This design comes from an exercise in tuning for small area, a short achievable clock period and few clock cycles per item on the open sky130 flow, not from production work.
Where RTL was checked, it was by simulation tests only, not by an equivalence proof against the original.
Only the layout flow was run in runs 1 and 2; the RTL was not checked for function there.
Power and IR drop assume default switching activity.

`config.mk`:
```
export PLATFORM = sky130hd
export DESIGN_NAME = moving_average_warmup
export DESIGN_NICKNAME = moving_average_warmup
export VERILOG_FILES = /design/flow/design.v
export SDC_FILE = /design/flow/constraint.sdc
export NUM_CORES = 4
export LEC_CHECK = 0
export ABC_CLOCK_PERIOD_IN_PS = 2800
export CAP_MARGIN = 20
export CORE_MARGIN = 2
export CORE_UTILIZATION = 35
export SETUP_SLACK_MARGIN = 3.0
export SLEW_MARGIN = 20
```
`constraint.sdc`:
```
create_clock -name core_clock -period 6.0 [get_ports {clk}]
set_input_delay 1.2000 -clock core_clock [delete_from_list [all_inputs] [get_ports {clk}]]
set_output_delay 1.2000 -clock core_clock [all_outputs]
set_load 0.01 [all_outputs]
```
`run.sh`:
```
#!/bin/bash
# synth_recipe.tcl (not shown) runs the flow's synth.tcl, then flattens the netlist and writes it again
# the make line also repeats each setting of config.mk as NAME=value (left out here)
make -C /OpenROAD-flow-scripts/flow DESIGN_CONFIG=/design/flow/config.mk WORK_HOME=/design/flow/orfs CLKGATE_MAP_FILE= SYNTH_SCRIPT=/design/flow/synth_recipe.tcl finish
```
`design.v`:
```
package mavg_pkg;
  localparam int WIN_W  = 7;
  localparam int CNT_W  = 7;
  localparam int FRAC_W = 8;
  localparam int AVG_W  = 24;
  localparam logic [WIN_W-1:0] WIN_RESET = WIN_W'(3);
  typedef enum logic [1:0] {
    ST_IDLE,
    ST_DIV,
    ST_DONE
  } state_t;
endpackage
module moving_average_warmup #(
  parameter int MAX_WINDOW  = 64,
  parameter int SAMPLE_BITS = 16
) (
  input  logic                         clk,
  input  logic                         rst_n,
  input  logic                         in_valid,
  output logic                         in_stall,
  input  logic [SAMPLE_BITS-1:0]       in_sample,
  input  logic                         in_series_start,
  output logic                         out_valid,
  input  logic                         out_stall,
  output logic [mavg_pkg::AVG_W-1:0]   out_average,
  input  logic                         cfg_wr_en,
  input  logic [mavg_pkg::WIN_W-1:0]   cfg_wr_data
);
  localparam int ROWS = 2;             
  localparam int NST  = 24 / ROWS;     
  logic en_r;           
  logic stall_r;        
  logic ov_r, sv_r;     
  logic [23:0] oq_r, sq_r;
  logic [5:0] em1_r;    
  logic [6:0] c_r;      
  logic       acc;
  logic       c_full;
  logic       first_n, drop_n;
  logic [5:0] cm1_n;
  logic [5:0] em1_cfg;
  assign acc     = in_valid & en_r;
  assign c_full  = (c_r == ({1'b0, em1_r} + 7'd1));
  assign first_n = in_series_start | (c_r == 7'd0);
  assign drop_n  = ~first_n & c_full;
  assign cm1_n   = in_series_start ? 6'd0 : (c_full ? em1_r : c_r[5:0]);
  assign em1_cfg = (cfg_wr_data == 7'd0) ? 6'd0 :
                   (cfg_wr_data > 7'd64) ? 6'd63 : 6'(cfg_wr_data - 7'd1);
  always_ff @(posedge clk) begin
    if (!rst_n) begin
      em1_r <= 6'd2;
      c_r   <= 7'd0;
    end else if (cfg_wr_en) begin
      em1_r <= em1_cfg;
      c_r   <= 7'd0;
    end else if (acc) begin
      c_r   <= {1'b0, cm1_n} + 7'd1;
    end
  end
  logic                   v0;
  logic [15:0]            x0;
  logic                   first0, drop0;
  logic [5:0]             cm1_0, em1_0;
  always_ff @(posedge clk) begin
    if (!rst_n) v0 <= 1'b0;
    else if (en_r) v0 <= in_valid;
  end
  always_ff @(posedge clk) begin
    if (en_r) begin
      x0     <= in_sample;
      first0 <= first_n;
      drop0  <= drop_n;
      cm1_0  <= cm1_n;
      em1_0  <= em1_r;
    end
  end
  logic [15:0] sr [64];
  logic [15:0] old;
  logic        v1, first1;
  logic [16:0] d1;
  logic [5:0]  cm1_1;
  assign old = sr[{3'd7, em1_0[2:0]}];
  always_ff @(posedge clk) begin
    if (en_r && v0) begin
      for (int k = 0; k < 64; k++) begin
        if (k == 0) begin
          sr[k] <= x0;
        end else if (k % 8 == 0) begin
          sr[k] <= (em1_0[5:3] == 3'(7 - k / 8)) ? x0 : sr[k-1];
        end else begin
          sr[k] <= sr[k-1];
        end
      end
    end
  end
  always_ff @(posedge clk) begin
    if (!rst_n) v1 <= 1'b0;
    else if (en_r) v1 <= v0;
  end
  always_ff @(posedge clk) begin
    if (en_r) begin
      d1     <= {1'b0, x0} - (drop0 ? {1'b0, old} : 17'd0);
      first1 <= first0;
      cm1_1  <= cm1_0;
    end
  end
  logic        vs;
  logic [21:0] s_r;
  logic [5:0]  cm1_s;
  always_ff @(posedge clk) begin
    if (!rst_n) vs <= 1'b0;
    else if (en_r) vs <= v1;
  end
  always_ff @(posedge clk) begin
    if (en_r) begin
      cm1_s <= cm1_1;
      if (v1) s_r <= (first1 ? 22'd0 : s_r) + {{5{d1[16]}}, d1};
    end
  end
  logic        dv   [NST+1];
  logic [5:0]  drem [NST+1];
  logic [23:0] dw   [NST+1];
  logic [5:0]  dcm1 [NST+1];
  assign dv[0]   = vs;
  assign drem[0] = s_r[21:16];
  assign dw[0]   = {s_r[15:0], 8'd0};
  assign dcm1[0] = cm1_s;
  for (genvar j = 0; j < NST; j++) begin : g_div
    logic [5:0]  rem_c [ROWS+1];
    logic [23:0] w_c   [ROWS+1];
    assign rem_c[0] = drem[j];
    assign w_c[0]   = dw[j];
    for (genvar r = 0; r < ROWS; r++) begin : g_row
      logic [6:0] t;
      logic [7:0] diff;
      assign t    = {rem_c[r], w_c[r][23]};
      assign diff = {1'b0, t} + {2'b01, ~dcm1[j]};
      assign rem_c[r+1] = diff[7] ? diff[5:0] : t[5:0];
      assign w_c[r+1]   = {w_c[r][22:0], diff[7]};
    end
    if (j < NST - 1) begin : g_reg
      logic        v_q;
      logic [5:0]  rem_q, cm1_q;
      logic [23:0] w_q;
      always_ff @(posedge clk) begin
        if (!rst_n) v_q <= 1'b0;
        else if (en_r) v_q <= dv[j];
      end
      always_ff @(posedge clk) begin
        if (en_r) begin
          rem_q <= rem_c[ROWS];
          w_q   <= w_c[ROWS];
          cm1_q <= dcm1[j];
        end
      end
      assign dv[j+1]   = v_q;
      assign drem[j+1] = rem_q;
      assign dw[j+1]   = w_q;
      assign dcm1[j+1] = cm1_q;
    end else begin : g_last
      assign dv[j+1]   = dv[j];
      assign drem[j+1] = rem_c[ROWS];
      assign dw[j+1]   = w_c[ROWS];
      assign dcm1[j+1] = dcm1[j];
    end
  end
  logic push, take, ov_n, sv_n;
  assign push = en_r & dv[NST];
  assign take = ~ov_r | ~out_stall;
  assign ov_n = take ? (sv_r | push) : 1'b1;
  assign sv_n = take ? (sv_r & push) : (sv_r | push);
  always_ff @(posedge clk) begin
    if (!rst_n) begin
      ov_r    <= 1'b0;
      sv_r    <= 1'b0;
      en_r    <= 1'b1;
      stall_r <= 1'b0;
    end else begin
      ov_r    <= ov_n;
      sv_r    <= sv_n;
      en_r    <= ~(ov_n & sv_n);
      stall_r <= ov_n & sv_n;
    end
  end
  always_ff @(posedge clk) begin
    if (take) oq_r <= sv_r ? sq_r : dw[NST];
    if (en_r && (sv_r ? take : 1'b1)) sq_r <= dw[NST];
  end
  assign in_stall    = stall_r;
  assign out_valid   = ov_r;
  assign out_average = oq_r;
endmodule
```
==> flow_summary_export.csv, run 1 <==
group,metric,value,unit
synthesis,synth_top_cell_by_area,"edfxtp_1",
floorplanning,initial_core_util,0.3522,
floorplanning,io_pins,55,
power,p_total,0.03093,W
sta,drv_slew,0,
route,vias,26200,
worst_setup_path,critPathLaunchType,"flop",
worst_setup_path,max_stage_delay,0.41,ns
floorplanning,design.core.area,0.1604,mm^2
sta,finalSetupViolations,0,
route,routed_wl,94.15,mm
synthesis,synth-seq-area-share,0.7946,
placement,dp_hpwl,50.41,mm
clocking,clockRootBuffer,"clkbuf_16",
sta,min_period,3.842,ns
synthesis,avgSynthCellArea,19.14,um^2
run,maxCapViolCount,0,
sta,rsz0062_at_grt,"yes",
route,via_per_inst,4.599,
synthesis,syn_inst,2952,
clocking,htree_levels,4,
synthesis,yosysTopAreaCellShare,0.7836,
clocking,insertion_delay,0.78,ns
outcome,outcome,"no timing/DRC/antenna violations",
sta,tightest_slew,1.047,ns
worst_setup_path,crit_required,6.50,ns
sta,min_period_over_period,0.6403,
synthesis,syn_nets,3183,
route,drtPass1Iterations,6,
synthesis,synthDistinctLibCells,70,
clocking,tritoncts,"built",
floorplanning,die-width,405.7,um
power,powerDensity,450.8,mW/mm^2
synthesis,ys_top_cells_by_area,"edfxtp_1, ha_1, mux2_2, xnor2_1, dfxtp_1",
worst_setup_path,worstSetupPathType,"flop to flop",
layout,layout-drive-gt1-share,0.2837,
worst_setup_path,crit_chain,"inv_2 -> ha_4 -> a21o_1 -> a21oi_2 -> nor2b_1 -> o21a_1 -> o21ai_2 -> nand2_2 -> mux2i_4 -> inv_2 -> ha_4 -> a21o_1 -> a21oi_2 -> o21bai_1 -> a21oi_2 -> nor2b_1 -> a211oi_2 -> buf_4 -> mux2_4",
sta,clock.fmax,260.3,MHz
sta,setup_ws,2.158,ns
clocking,numCtsBuffers,154,
min_path,min-delay-start,"sr[53][8]",
global_route,grt_first_pass_wirelength,146.0,mm
placement,globalplace.congestion,0.7783,
sta,timing.slew.headroom,0.3023,
global_route,grt_pass1_vias,26290,
sta,finalClockSkew,0.03703,ns
synthesis,synth_warnings,30,
placement,dp_cells,5147,
worst_setup_path,r2r_setup_slack,2.16,ns
floorplanning,core.rowCount,147,
clocking,clock_sinks,1505,
worst_setup_path,arrival,4.34,ns
synthesis,synth_edf_count,1474,
sta,fin_tns_setup,0,ns
clocking,clkTransAtPathRegs,0.06,ns
placement,placed_cell_area,0.05987,mm^2
global_route,grt_max_degree,189,
worst_setup_path,cp_common_cell,"a21oi_2",
worst_setup_path,cp_slowest_cell,"edfxtp_1",
clocking,clock_path_buffers,3,
worst_setup_path,end_kind,"flop",
worst_setup_path,crit_fanout,3,
placement,place_ws,1.431,ns
power,p_leak,23.79,nW
synthesis,syn_area,0.05649,mm^2
floorplanning,die_y,405.7,um
power,vdd_drop_max,0.2844,mV
synthesis,async_reset_ff_frac,0,
worst_setup_path,rr_startpoint,"g_div[6].g_reg.cm1_q[1]",
route,drc,0,
worst_setup_path,worstSetupStartpoint,"g_div[6].g_reg.cm1_q[1]",
worst_setup_path,reg2regPathDepth,19,
placement,io_buffers,54,
route,ant_nets,0,
synthesis,synth_seq_cells,1505,
sta,hold_viol,0,
synthesis,ys.flop_type,"edfxtp_1",
layout,final_area,0.06861,mm^2
route,wl_per_cell,16.53,um
worst_setup_path,rr_endpoint,"g_div[7].g_reg.rem_q[0]",
route,drt_iter0_markers,2053,
floorplanning,dieArea,0.1646,mm^2
min_path,hold_depth,0,
global_route,antenna_found_initial,4,
layout,fin_cells,5696,
layout,diodes,0,
global_route,track_usage,0.1119,
global_route,grt_overflow_total,0,
min_path,min_to,"sr[54][8]",
layout,fin_nets,3642,
layout,syn_to_final_growth,21.45,%
min_path,hold_path_class,"flop to flop",
[registers in the layout (all words and copies together) (netlist names), 6 cells and up]
| signal | count |
|---|---|
| sr | 1024 |
| g_div.g_reg.w_q | 112 |
| dw | 76 |
| g_div.g_reg.cm1_q | 66 |
| g_div.g_reg.rem_q | 66 |
| oq_r | 24 |
| sq_r | 24 |
| s_r | 22 |
| d1 | 17 |
| x0 | 16 |
| g_div.g_reg.v_q | 11 |
| c_r | 7 |
| cm1_0 | 6 |
| cm1_1 | 6 |
| cm1_s | 6 |
| em1_0 | 6 |
| em1_r | 6 |
[cell type report]
type                            instances  area, um^2
Inverter                              139       524.3
Clock inverter                         93        1055
Tap cell                             2160        2703
Sequential cell                      1505       44890
Timing Repair Buffer                  349        3085
Multi-Input combinational cell       1262       12330
Clock buffer                          188        4011
Fill cell                           13920       91780
[per-layer routing]
metal | vias to the layer above | global-route usage | part of all wire
li1 | 12320 | - | -
met1 | 13270 | 0.1528 | 0.47
met2 | 411 | 0.1771 | 0.47
met3 | 193 | 0.02308 | 0.036
met4 | 2 | 0.04031 | 0.025
met5 | - | 0 | 0.00014
[report_power, final]
| group | total (W) | internal [W] | leakage [nW] | switching (W) |
|---|---|---|---|---|
| clock | 0.00942 | 0.00539 | 2.45 | 0.00403 |
| sequential | 0.0133 | 0.0129 | 14.4 | 0.000401 |
| combinational | 0.00822 | 0.00480 | 6.89 | 0.00342 |
| total | 0.0309 | 0.0231 | 23.8 | 0.00785 |
[how the worst max path moves through the flow]
stage | cells past startpoint | slack [ns] | end
after detailed placement | 19 | 1.43 | g_div[7].g_reg.rem_q[3]
after global routing | 19 | 1.94 | g_div[7].g_reg.rem_q[0]
after global placement | 19 | 1.53 | g_div[6].g_reg.rem_q[5]
after CTS | 19 | 2.28 | g_div[3].g_reg.rem_q[0]
final | 19 | 2.16 | g_div[7].g_reg.rem_q[0]
after floorplan | 3 | -5.06 | sr[0][0]
[critical path, delay by kind of cell, from the launching register on]
| kind | cells | cell delay, ns |
|---|---|---|
| AO/OA/AOI/OAI | 9 | 1.60 |
| adder cells (fa/ha/maj) | 2 | 0.40 |
| buffers and inverters | 3 | 0.36 |
| flip-flops | 1 | 0.41 |
| multiplexers | 2 | 0.52 |
| AND/OR/NAND/NOR | 3 | 0.28 |
[metrics by stage]
stage / hold WS [ns] / util
floorplan: 0.4003 / -
global placement: 0.4011 / 0.3733
detailed placement: 0.4045 / 0.3733
CTS: 0.3999 / 0.4208
global route: 0.4059 / 0.4278
finish: 0.4031 / 0.4278
[synth_stat cells (7+ instances only)]
cell / instances
a21oi_1: 101
nor3_1: 20
fa_1: 25
xnor2_1: 97
inv_1: 131
clkbuf_1: 33
a211oi_2: 9
a21o_1: 58
dfxtp_1: 31
o21ai_1: 13
o21bai_1: 13
inv_2: 8
o41a_1: 8
a31oi_1: 9
edfxtp_1: 1474
nand2b_1: 12
o31ai_1: 9
o21ai_0: 45
o21a_1: 19
mux2_2: 193
mux2i_1: 53
a211oi_1: 8
a22oi_1: 10
and2_1: 7
nand2_1: 74
nand3_1: 17
nor2_1: 69
mux2_1: 40
nor2b_1: 71
ha_1: 177
xor2_1: 25
buf_1: 11
or3_1: 10
[logic make-up (layout without fill, tap and decap cells)]
group           count (synthesis)  after routing  synth area share
flops                        1505           1505            0.7946
compound gates                344            344           0.04116
simple gates                  302            302           0.02700
mux                           292            292           0.05795
fa+ha+maj                     202            202           0.04807
buf+inv                       185            769           0.01234
xor+xnor                      122            122           0.01892
[placed cells by master (no fill, tap or decap), types with 53 or more instances in the layout]
cell type / Yosys / final
mux2_2: 193 / 182
clkdlybuf4s50_1: 0 / 53
a21o_1: 58 / 57
xnor2_1: 97 / 96
nor2b_1: 71 / 60
nand2_1: 74 / 58
inv_1: 131 / 102
edfxtp_1: 1474 / 1474
buf_4: 0 / 240
clkbuf_16: 0 / 154
a21oi_1: 101 / 65
nor2_1: 69 / 59
ha_1: 177 / 129
[repair_timing]
item / 4_1_cts / 5_1_grt
setup buffers: 182 / 84
setup endpoints to repair: 109 / 214
resized for setup: 257 / 109
cloned: 2 / 0
hold buffers: 0 / 0
pin swaps: 123 / 90
==> run 2, diff against run 1 <==
--- a/config.mk
+++ b/config.mk
@@ -10,4 +10,3 @@
 export CORE_MARGIN = 2
 export CORE_UTILIZATION = 35
-export SETUP_SLACK_MARGIN = 3.0
 export SLEW_MARGIN = 20
==> flow_summary_export.csv, run 2 <==
group,metric,value,unit
global_route,grt_pass1_vias,24440,
worst_setup_path,end_kind,"flop",
route,ant_nets,0,
synthesis,synthTopCellsByCount,"edfxtp_1, mux2_2, ha_1",
layout,multiInputGateArea,0.01093,mm^2
clocking,clockRootBuffer,"clkbuf_16",
placement,globalplace.congestion,0.7701,
clocking,clock_sinks,1505,
global_route,grt_max_degree,178,
sta,finalSetupViolations,0,
synthesis,yosysTopAreaCellShare,0.7836,
floorplanning,die_y,405.7,um
global_route,grt_overflow_total,0,
global_route,antenna_found_initial,6,
sta,min_period,4.680,ns
floorplanning,dieArea,0.1646,mm^2
sta,clock.fmax,213.7,MHz
worst_setup_path,reg2regPathDepth,14,
worst_setup_path,rr_endpoint,"d1[15]",
worst_setup_path,endpoint,"d1[15]",
synthesis,syn_area,0.05649,mm^2
clocking,post_cts_buffers,0,
min_path,hold_path_class,"flop to flop",
layout,final_area,0.06494,mm^2
power,vdd_drop_max,0.3015,mV
worst_setup_path,crit_required,6.51,ns
layout,num-fill-cells,14260,
sta,rsz0062_at_grt,"no",
sta,hold_viol,0,
clocking,cts_resized,0,
clocking,clkTransAtPathRegs,0.06,ns
synthesis,synthDistinctLibCells,70,
sta,drv_slew,0,
power,p_leak,22.04,nW
worst_setup_path,r2r_setup_slack,1.32,ns
worst_setup_path,worstSetupStartpoint,"em1_0[1]",
floorplanning,io_pins,55,
layout,diodes,0,
clocking,htree_levels,4,
synthesis,yosysMostFrequentCell,"edfxtp_1",
sta,min_period_over_period,0.7801,
global_route,grt_first_pass_wirelength,137.9,mm
power,powerDensity,429.7,mW/mm^2
synthesis,async_reset_ff_frac,0,
floorplanning,initial_core_util,0.3522,
route,via_per_inst,4.528,
run,maxCapViolCount,0,
outcome,outcome,"no timing/DRC/antenna violations",
synthesis,ys.flop_type,"edfxtp_1",
worst_setup_path,critPathLaunchType,"flop",
clocking,cts_hold_buf,0,
synthesis,synth_top_cell_by_area,"edfxtp_1",
placement,place_ws,1.421,ns
synthesis,synth_seq_cells,1505,
synthesis,synth-seq-area-share,0.7946,
placement,placed_cell_area,0.05990,mm^2
synthesis,avgSynthCellArea,19.14,um^2
route,routed_wl,87.41,mm
floorplanning,die-width,405.7,um
floorplanning,design.core.area,0.1604,mm^2
layout,fin_nets,3377,
sta,timing.slew.headroom,0.2986,
worst_setup_path,worstSetupPathType,"flop to flop",
worst_setup_path,crit_fanout,26,
route,vias,24560,
clocking,clock_path_buffers,3,
layout,final_common_cell,"edfxtp_1",
synthesis,ys_top_cells_by_area,"edfxtp_1, ha_1, mux2_2, xnor2_1, dfxtp_1",
sta,tightest_slew,1.052,ns
route,drt_iter0_markers,1922,
sta,finalClockSkew,0.04259,ns
clocking,numCtsBuffers,152,
worst_setup_path,arrival,5.19,ns
synthesis,synth_warnings,30,
layout,layout-drive-gt1-share,0.1483,
floorplanning,core.rowCount,147,
route,wl_per_cell,16.12,um
placement,io_buffers,54,
clocking,tritoncts,"built",
sta,setup_ws,1.320,ns
layout,seqCellArea,0.04489,mm^2
layout,largest_reg_flops,1024,
worst_setup_path,rr_startpoint,"em1_0[1]",
synthesis,syn_nets,3183,
placement,dp_hpwl,50.57,mm
route,drtPass1Iterations,7,
layout,syn_to_final_growth,14.97,%
global_route,track_usage,0.1066,
layout,max_flop_register,"sr",
route,drc,0,
synthesis,synth_edf_count,1474,
clocking,insertion_delay,0.78,ns
layout,final_cell_mix,"edfxtp_1, mux2_2, ha_1",
synthesis,syn_inst,2952,
-- run 2: cell types whose count changed in the layout (fill, tap and decap cells not counted), sizes merged --
| cell | delta |
|---|---|
| clkinv | -13 |
| clkdlybuf4s50 | +1 |
| bufbuf | -2 |
| buf | -261 |
| dlygate4sd2 | -1 |
| bufinv | +2 |
| inv | +5 |
| clkbuf | -4 |
| clkinvlp | +1 |
-- run 2: per-stage QoR --
step / setup TNS (ns) / power [W] / cells / util / hold slack (ns)
2_1_floorplan: -5190.64 / 0.01763 / 2952 / - / 0.4003
3_3_place_gp: 0 / 0.01860 / 5152 / 0.3735 / 0.4013
3_5_place_dp: 0 / 0.01869 / 5152 / 0.3735 / 0.4045
4_1_cts: 0 / 0.02833 / 5424 / 0.4049 / 0.3937
5_1_grt: 0 / 0.02943 / 5424 / 0.4049 / 0.3975
6_report: 0 / 0.02790 / 5424 / 0.4049 / 0.4003
-- run 2: cell type report --
class	count	share of cell area
Sequential cell	1505	0.6912
Multi-Input combinational cell	1262	0.1683
Clock buffer	184	0.06173
Tap cell	2160	0.04161
Clock inverter	88	0.01593
Timing Repair Buffer	86	0.01318
Inverter	139	0.008034
-- run 2: power by group --
group	switching [W]	leakage, nW	internal [W]
Combinational	0.00253	5.15	0.00265
Sequential	0.000388	14.4	0.0129
Clock	0.00398	2.44	0.00547
Total	0.00690	22.0	0.0210
-- run 2: cells by family after synthesis --
family / after synthesis / synth area share
flip-flops: 1505 / 0.7946
AND/OR/NAND/NOR: 302 / 0.02700
multiplexers: 292 / 0.05795
adder cells (fa/ha/maj): 202 / 0.04807
buffers and inverters: 185 / 0.01234
XOR/XNOR: 122 / 0.01892
AO/OA/AOI/OAI: 344 / 0.04116
-- run 2: worst min-delay path by stage --
stage          slack (ns)                    end                   from  cells after the start
6_report             0.40              sr[18][5]              sr[17][5]                      0
5_1_grt              0.40              sr[18][5]              sr[17][5]                      0
4_1_cts              0.39              sr[18][5]              sr[17][5]                      0
3_5_place_dp         0.40               cm1_s[4]               cm1_1[4]                      0
3_3_place_gp         0.40  g_div[4].g_reg.w_q[2]  g_div[3].g_reg.w_q[0]                      0
2_1_floorplan        0.40               cm1_1[0]               cm1_0[0]                      0
-- run 2: worst max-delay path, stage by stage, from the launching register on --
cell and delay (ns):
edfxtp_1 0.84, buf_4 0.41, nor2b_1 0.71, a21oi_1 0.16, nor2_1 0.11, a221o_1 0.11
nand2_1 0.09, ha_1 0.27, nor3_1 0.24, o211a_1 0.24, o31ai_1 0.12, o41ai_1 0.65
o31ai_1 0.13, a21oi_1 0.23, xnor2_1 0.08
-- run 2: routing by layer --
layer  global-route usage  routed length (um)  share of wire  vias to the layer above
met3              0.02422                3485          0.040                      158
met2               0.1623               39640           0.45                      377
met4              0.03731                2146          0.025                        0
li1                     -                   -              -                    11790
met5                    0                   0              0                        -
met1               0.1501               42130           0.48                    12240
==> run 3, diff against run 2 <==
--- a/design.v
+++ b/design.v
@@ -27,5 +27,5 @@
   input  logic [mavg_pkg::WIN_W-1:0]   cfg_wr_data
 );
-  localparam int ROWS = 2;             
+  localparam int ROWS = 3;             
   localparam int NST  = 24 / ROWS;     
   logic en_r;           
--- a/config.mk
+++ b/config.mk
@@ -6,5 +6,4 @@
 export NUM_CORES = 4
 export LEC_CHECK = 0
-export ABC_CLOCK_PERIOD_IN_PS = 2800
 export CAP_MARGIN = 20
 export CORE_MARGIN = 2
==> flow_summary_export.csv, run 3 <==
group,metric,value,unit
outcome,outcome,"no timing/DRC/antenna violations",
worst_setup_path,crit_family,"compound AO/OA/AOI/OAI gates",
sta,drv_slew,0,
clocking,htree_levels,4,
sta,min_period_over_period,0.9346,
route,drtPass1Iterations,7,
layout,seqCellArea,0.04129,mm^2
layout,fin_nets,3282,
floorplanning,io_pins,55,
clocking,numCtsBuffers,142,
synthesis,synthDistinctLibCells,67,
global_route,grt_pass1_vias,23860,
layout,multiInputGateArea,0.01095,mm^2
placement,place_ws,0.1324,ns
synthesis,synthTopCellsByCount,"edfxtp_1, mux2_2, ha_1",
sta,clock.fmax,178.3,MHz
worst_setup_path,crit_chain,"inv_2 -> ha_1 -> a21o_1 -> a21o_1 -> a211oi_2 -> o21ai_1 -> mux2_2 -> ha_1 -> a21o_1 -> a21oi_1 -> nor2_1 -> o31a_1 -> a211o_1 -> mux2i_2 -> inv_1 -> ha_1 -> a21o_1 -> a21oi_1 -> o21bai_1 -> a21oi_1 -> nand2b_1 -> nand3b_1 -> mux2_2",
route,wl_per_cell,16.62,um
route,drc,0,
power,powerDensity,475.8,mW/mm^2
sta,setup_ws,0.3924,ns
floorplanning,dieArea,0.1542,mm^2
layout,fin_cells,5181,
clocking,tritoncts,"built",
synthesis,syn_area,0.05286,mm^2
synthesis,yosysMostFrequentCell,"edfxtp_1",
layout,layout-drive-gt1-share,0.1652,
global_route,grt_overflow_total,0,
synthesis,synth_warnings,22,
global_route,grt_max_degree,207,
clocking,clkTransAtPathRegs,0.06,ns
placement,dp_cells,4911,
sta,finalClockSkew,0.05544,ns
sta,timing.slew.headroom,0.2723,
layout,final_common_cell,"edfxtp_1",
worst_setup_path,cp.buffers_inverters,2,
synthesis,synth_edf_count,1357,
global_route,grt_first_pass_wirelength,134.8,mm
floorplanning,initial_core_util,0.3525,
sta,hold_viol,0,
layout,num-fill-cells,13410,
synthesis,synth-seq-area-share,0.7811,
synthesis,synth_top_cell_by_area,"edfxtp_1",
sta,rsz0062_at_grt,"no",
power,p_leak,20.75,nW
synthesis,async_reset_ff_frac,0,
route,routed_wl,86.13,mm
power,vdd_drop_max,0.3076,mV
route,via_per_inst,4.638,
worst_setup_path,cp_common_cell,"a21o_1",
global_route,track_usage,0.1115,
synthesis,synth_seq_cells,1384,
layout,syn_to_final_growth,15.21,%
floorplanning,core.rowCount,142,
sta,tightest_slew,1.092,ns
worst_setup_path,arrival,6.11,ns
clocking,clock_path_buffers,3,
worst_setup_path,end_kind,"flop",
floorplanning,design.core.area,0.1500,mm^2
worst_setup_path,critPathLaunchType,"flop",
clocking,clock_sinks,1384,
layout,diodes,0,
placement,dp_hpwl,50.46,mm
run,maxCapViolCount,0,
placement,io_buffers,54,
clocking,insertion_delay,0.77,ns
min_path,hold_path_class,"flop to flop",
placement,globalplace.congestion,0.8059,
route,ant_nets,0,
sta,min_period,5.608,ns
synthesis,syn_nets,3077,
worst_setup_path,worstSetupPathType,"flop to flop",
layout,largest_reg_flops,1024,
layout,max_flop_register,"sr",
route,drt_iter0_markers,1735,
synthesis,syn_inst,2847,
worst_setup_path,cp_slowest_cell,"edfxtp_1",
worst_setup_path,max_stage_delay,0.42,ns
synthesis,ys.flop_type,"edfxtp_1",
global_route,antenna_found_initial,1,
layout,finish.utilization,0.4062,
floorplanning,die_y,392.6,um
route,vias,24030,
worst_setup_path,crit_fanout,8,
floorplanning,die-width,392.6,um
layout,final_cell_mix,"edfxtp_1, mux2_2, ha_1",
synthesis,yosysTopAreaCellShare,0.7708,
synthesis,avgSynthCellArea,18.57,um^2
clocking,cts_hold_buf,0,
worst_setup_path,crit_required,6.50,ns
clocking,clockRootBuffer,"clkbuf_16",
synthesis,ys_top_cells_by_area,"edfxtp_1, mux2_2, ha_1, xnor2_1, a21oi_1",
sta,finalSetupViolations,0,
-- run 3: cell count changes after synthesis, sizes merged, moves of 15 or more --
cell and change:
nor2 +44, nand2 -16, mux2 -16, nor2b -21, edfxtp -117, inv -15
a21oi +16
-- run 3: layout make-up --
type | instances | area share
flip-flops and latches | 1384 | 0.6780
multi-input cells | 1285 | 0.1798
clock buffers | 169 | 0.06036
well taps | 2016 | 0.04142
repair buffers | 115 | 0.01783
clock inverters | 88 | 0.01498
inverters | 124 | 0.007642
-- run 3: worst paths after layout --
kind / from / endpoint / slack (ns) / depth (start not counted)
worst max register to register: g_div[3].g_reg.cm1_q[1] / g_div[4].g_reg.rem_q[2] / 0.39 / 23
worst max-delay path: g_div[3].g_reg.cm1_q[1] / g_div[4].g_reg.rem_q[2] / 0.39 / 23
worst min register to register: sr[2][10] / sr[3][10] / 0.39 / 0
worst min-delay path: sr[2][10] / sr[3][10] / 0.39 / 0
-- run 3: power breakdown --
| group | leakage [nW] | switching (W) | internal [W] |
|---|---|---|---|
| Clock | 2.19 | 0.00373 | 0.00484 |
| Combinational | 5.34 | 0.00402 | 0.00421 |
| Sequential | 13.2 | 0.000319 | 0.0119 |
| Total | 20.7 | 0.00807 | 0.0209 |
-- run 3: cells by family after synthesis --
logic type      share of synthesized area
flops                              0.7811
compound gates                    0.04433
simple gates                      0.03079
mux                               0.05964
fa+ha+maj                         0.05112
buf+inv                           0.01283
xor+xnor                          0.02021
-- run 3: routing by layer --
layer	vias to the layer above	share of wire	track usage
met4	0	0.028	0.04410
met2	394	0.45	0.1675
met3	160	0.039	0.02373
li1	11410	-	-
met1	12060	0.49	0.1577
met5	-	0	0
-- run 3: worst register-to-register path: stages, from the launching register on --
cell	delay (ns)
edfxtp_1	0.42
inv_2	0.13
ha_1	0.24
a21o_1	0.15
a21o_1	0.21
a211oi_2	0.28
o21ai_1	0.14
mux2_2	0.32
ha_1	0.29
a21o_1	0.16
a21oi_1	0.21
nor2_1	0.09
o31a_1	0.27
a211o_1	0.41
mux2i_2	0.25
inv_1	0.06
ha_1	0.26
a21o_1	0.17
a21oi_1	0.24
o21bai_1	0.10
a21oi_1	0.20
nand2b_1	0.15
nand3b_1	0.25
mux2_2	0.36
-- run 3: stage by stage --
| stage | hold slack (ns) | total power, W | TNS (ns) | area, um^2 |
|---|---|---|---|---|
| floorplan | 0.4003 | 0.01877 | -4215.91 | 52880 |
| CTS | 0.3786 | 0.02916 | 0 | 60780 |
| finish | 0.3854 | 0.02898 | 0 | 60910 |
| detailed placement | 0.4045 | 0.02039 | 0 | 56190 |
| global route | 0.3860 | 0.03074 | 0 | 60910 |
| global placement | 0.4006 | 0.02021 | 0 | 56190 |
-- run 3: what timing repair did --
item	CTS	global route
gates resized for setup	0	11
setup buffers	0	13
setup endpoints to repair	0	32
Testbench counts of run 3, summed over its fixed seeds: cycles 3,320, items 3,200.

[afterwards: timing with drivers on the ports]
No port has a modelled driver above. Below, the same layouts with a new extraction and two added sets of constraints. Step 1 (the two cells are an assumption about what drives the block):
set clk [get_ports {clk}]
set_driving_cell -lib_cell sky130_fd_sc_hd__clkbuf_16 $clk
set_driving_cell -lib_cell sky130_fd_sc_hd__buf_2 [delete_from_list [all_inputs] $clk]
Step 2 adds t to the input delays and takes it off the output delays; t is the mean of the earliest and latest rising clock arrival at the registers after step 1. Input paths then give back, and output paths get back, about the clock's delay inside the block. Three values: no drivers, after step 1, after step 2; two values: the first two.
run | t, ns | setup WS [ns] | worst setup path after step 2 | clock arrival spread, ns | cell pins on the clock port's net
run 1 | 0.828 | 2.158 / 2.158 / 2.158 | register to register | 0.039 / 0.039 | 1
run 2 | 0.829 | 1.320 / 1.320 / 1.320 | register to register | 0.046 / 0.045 | 1
run 3 | 0.820 | 0.392 / 0.392 / 0.392 | register to register | 0.062 / 0.061 | 1
After both steps setup and hold are still met in every run listed.
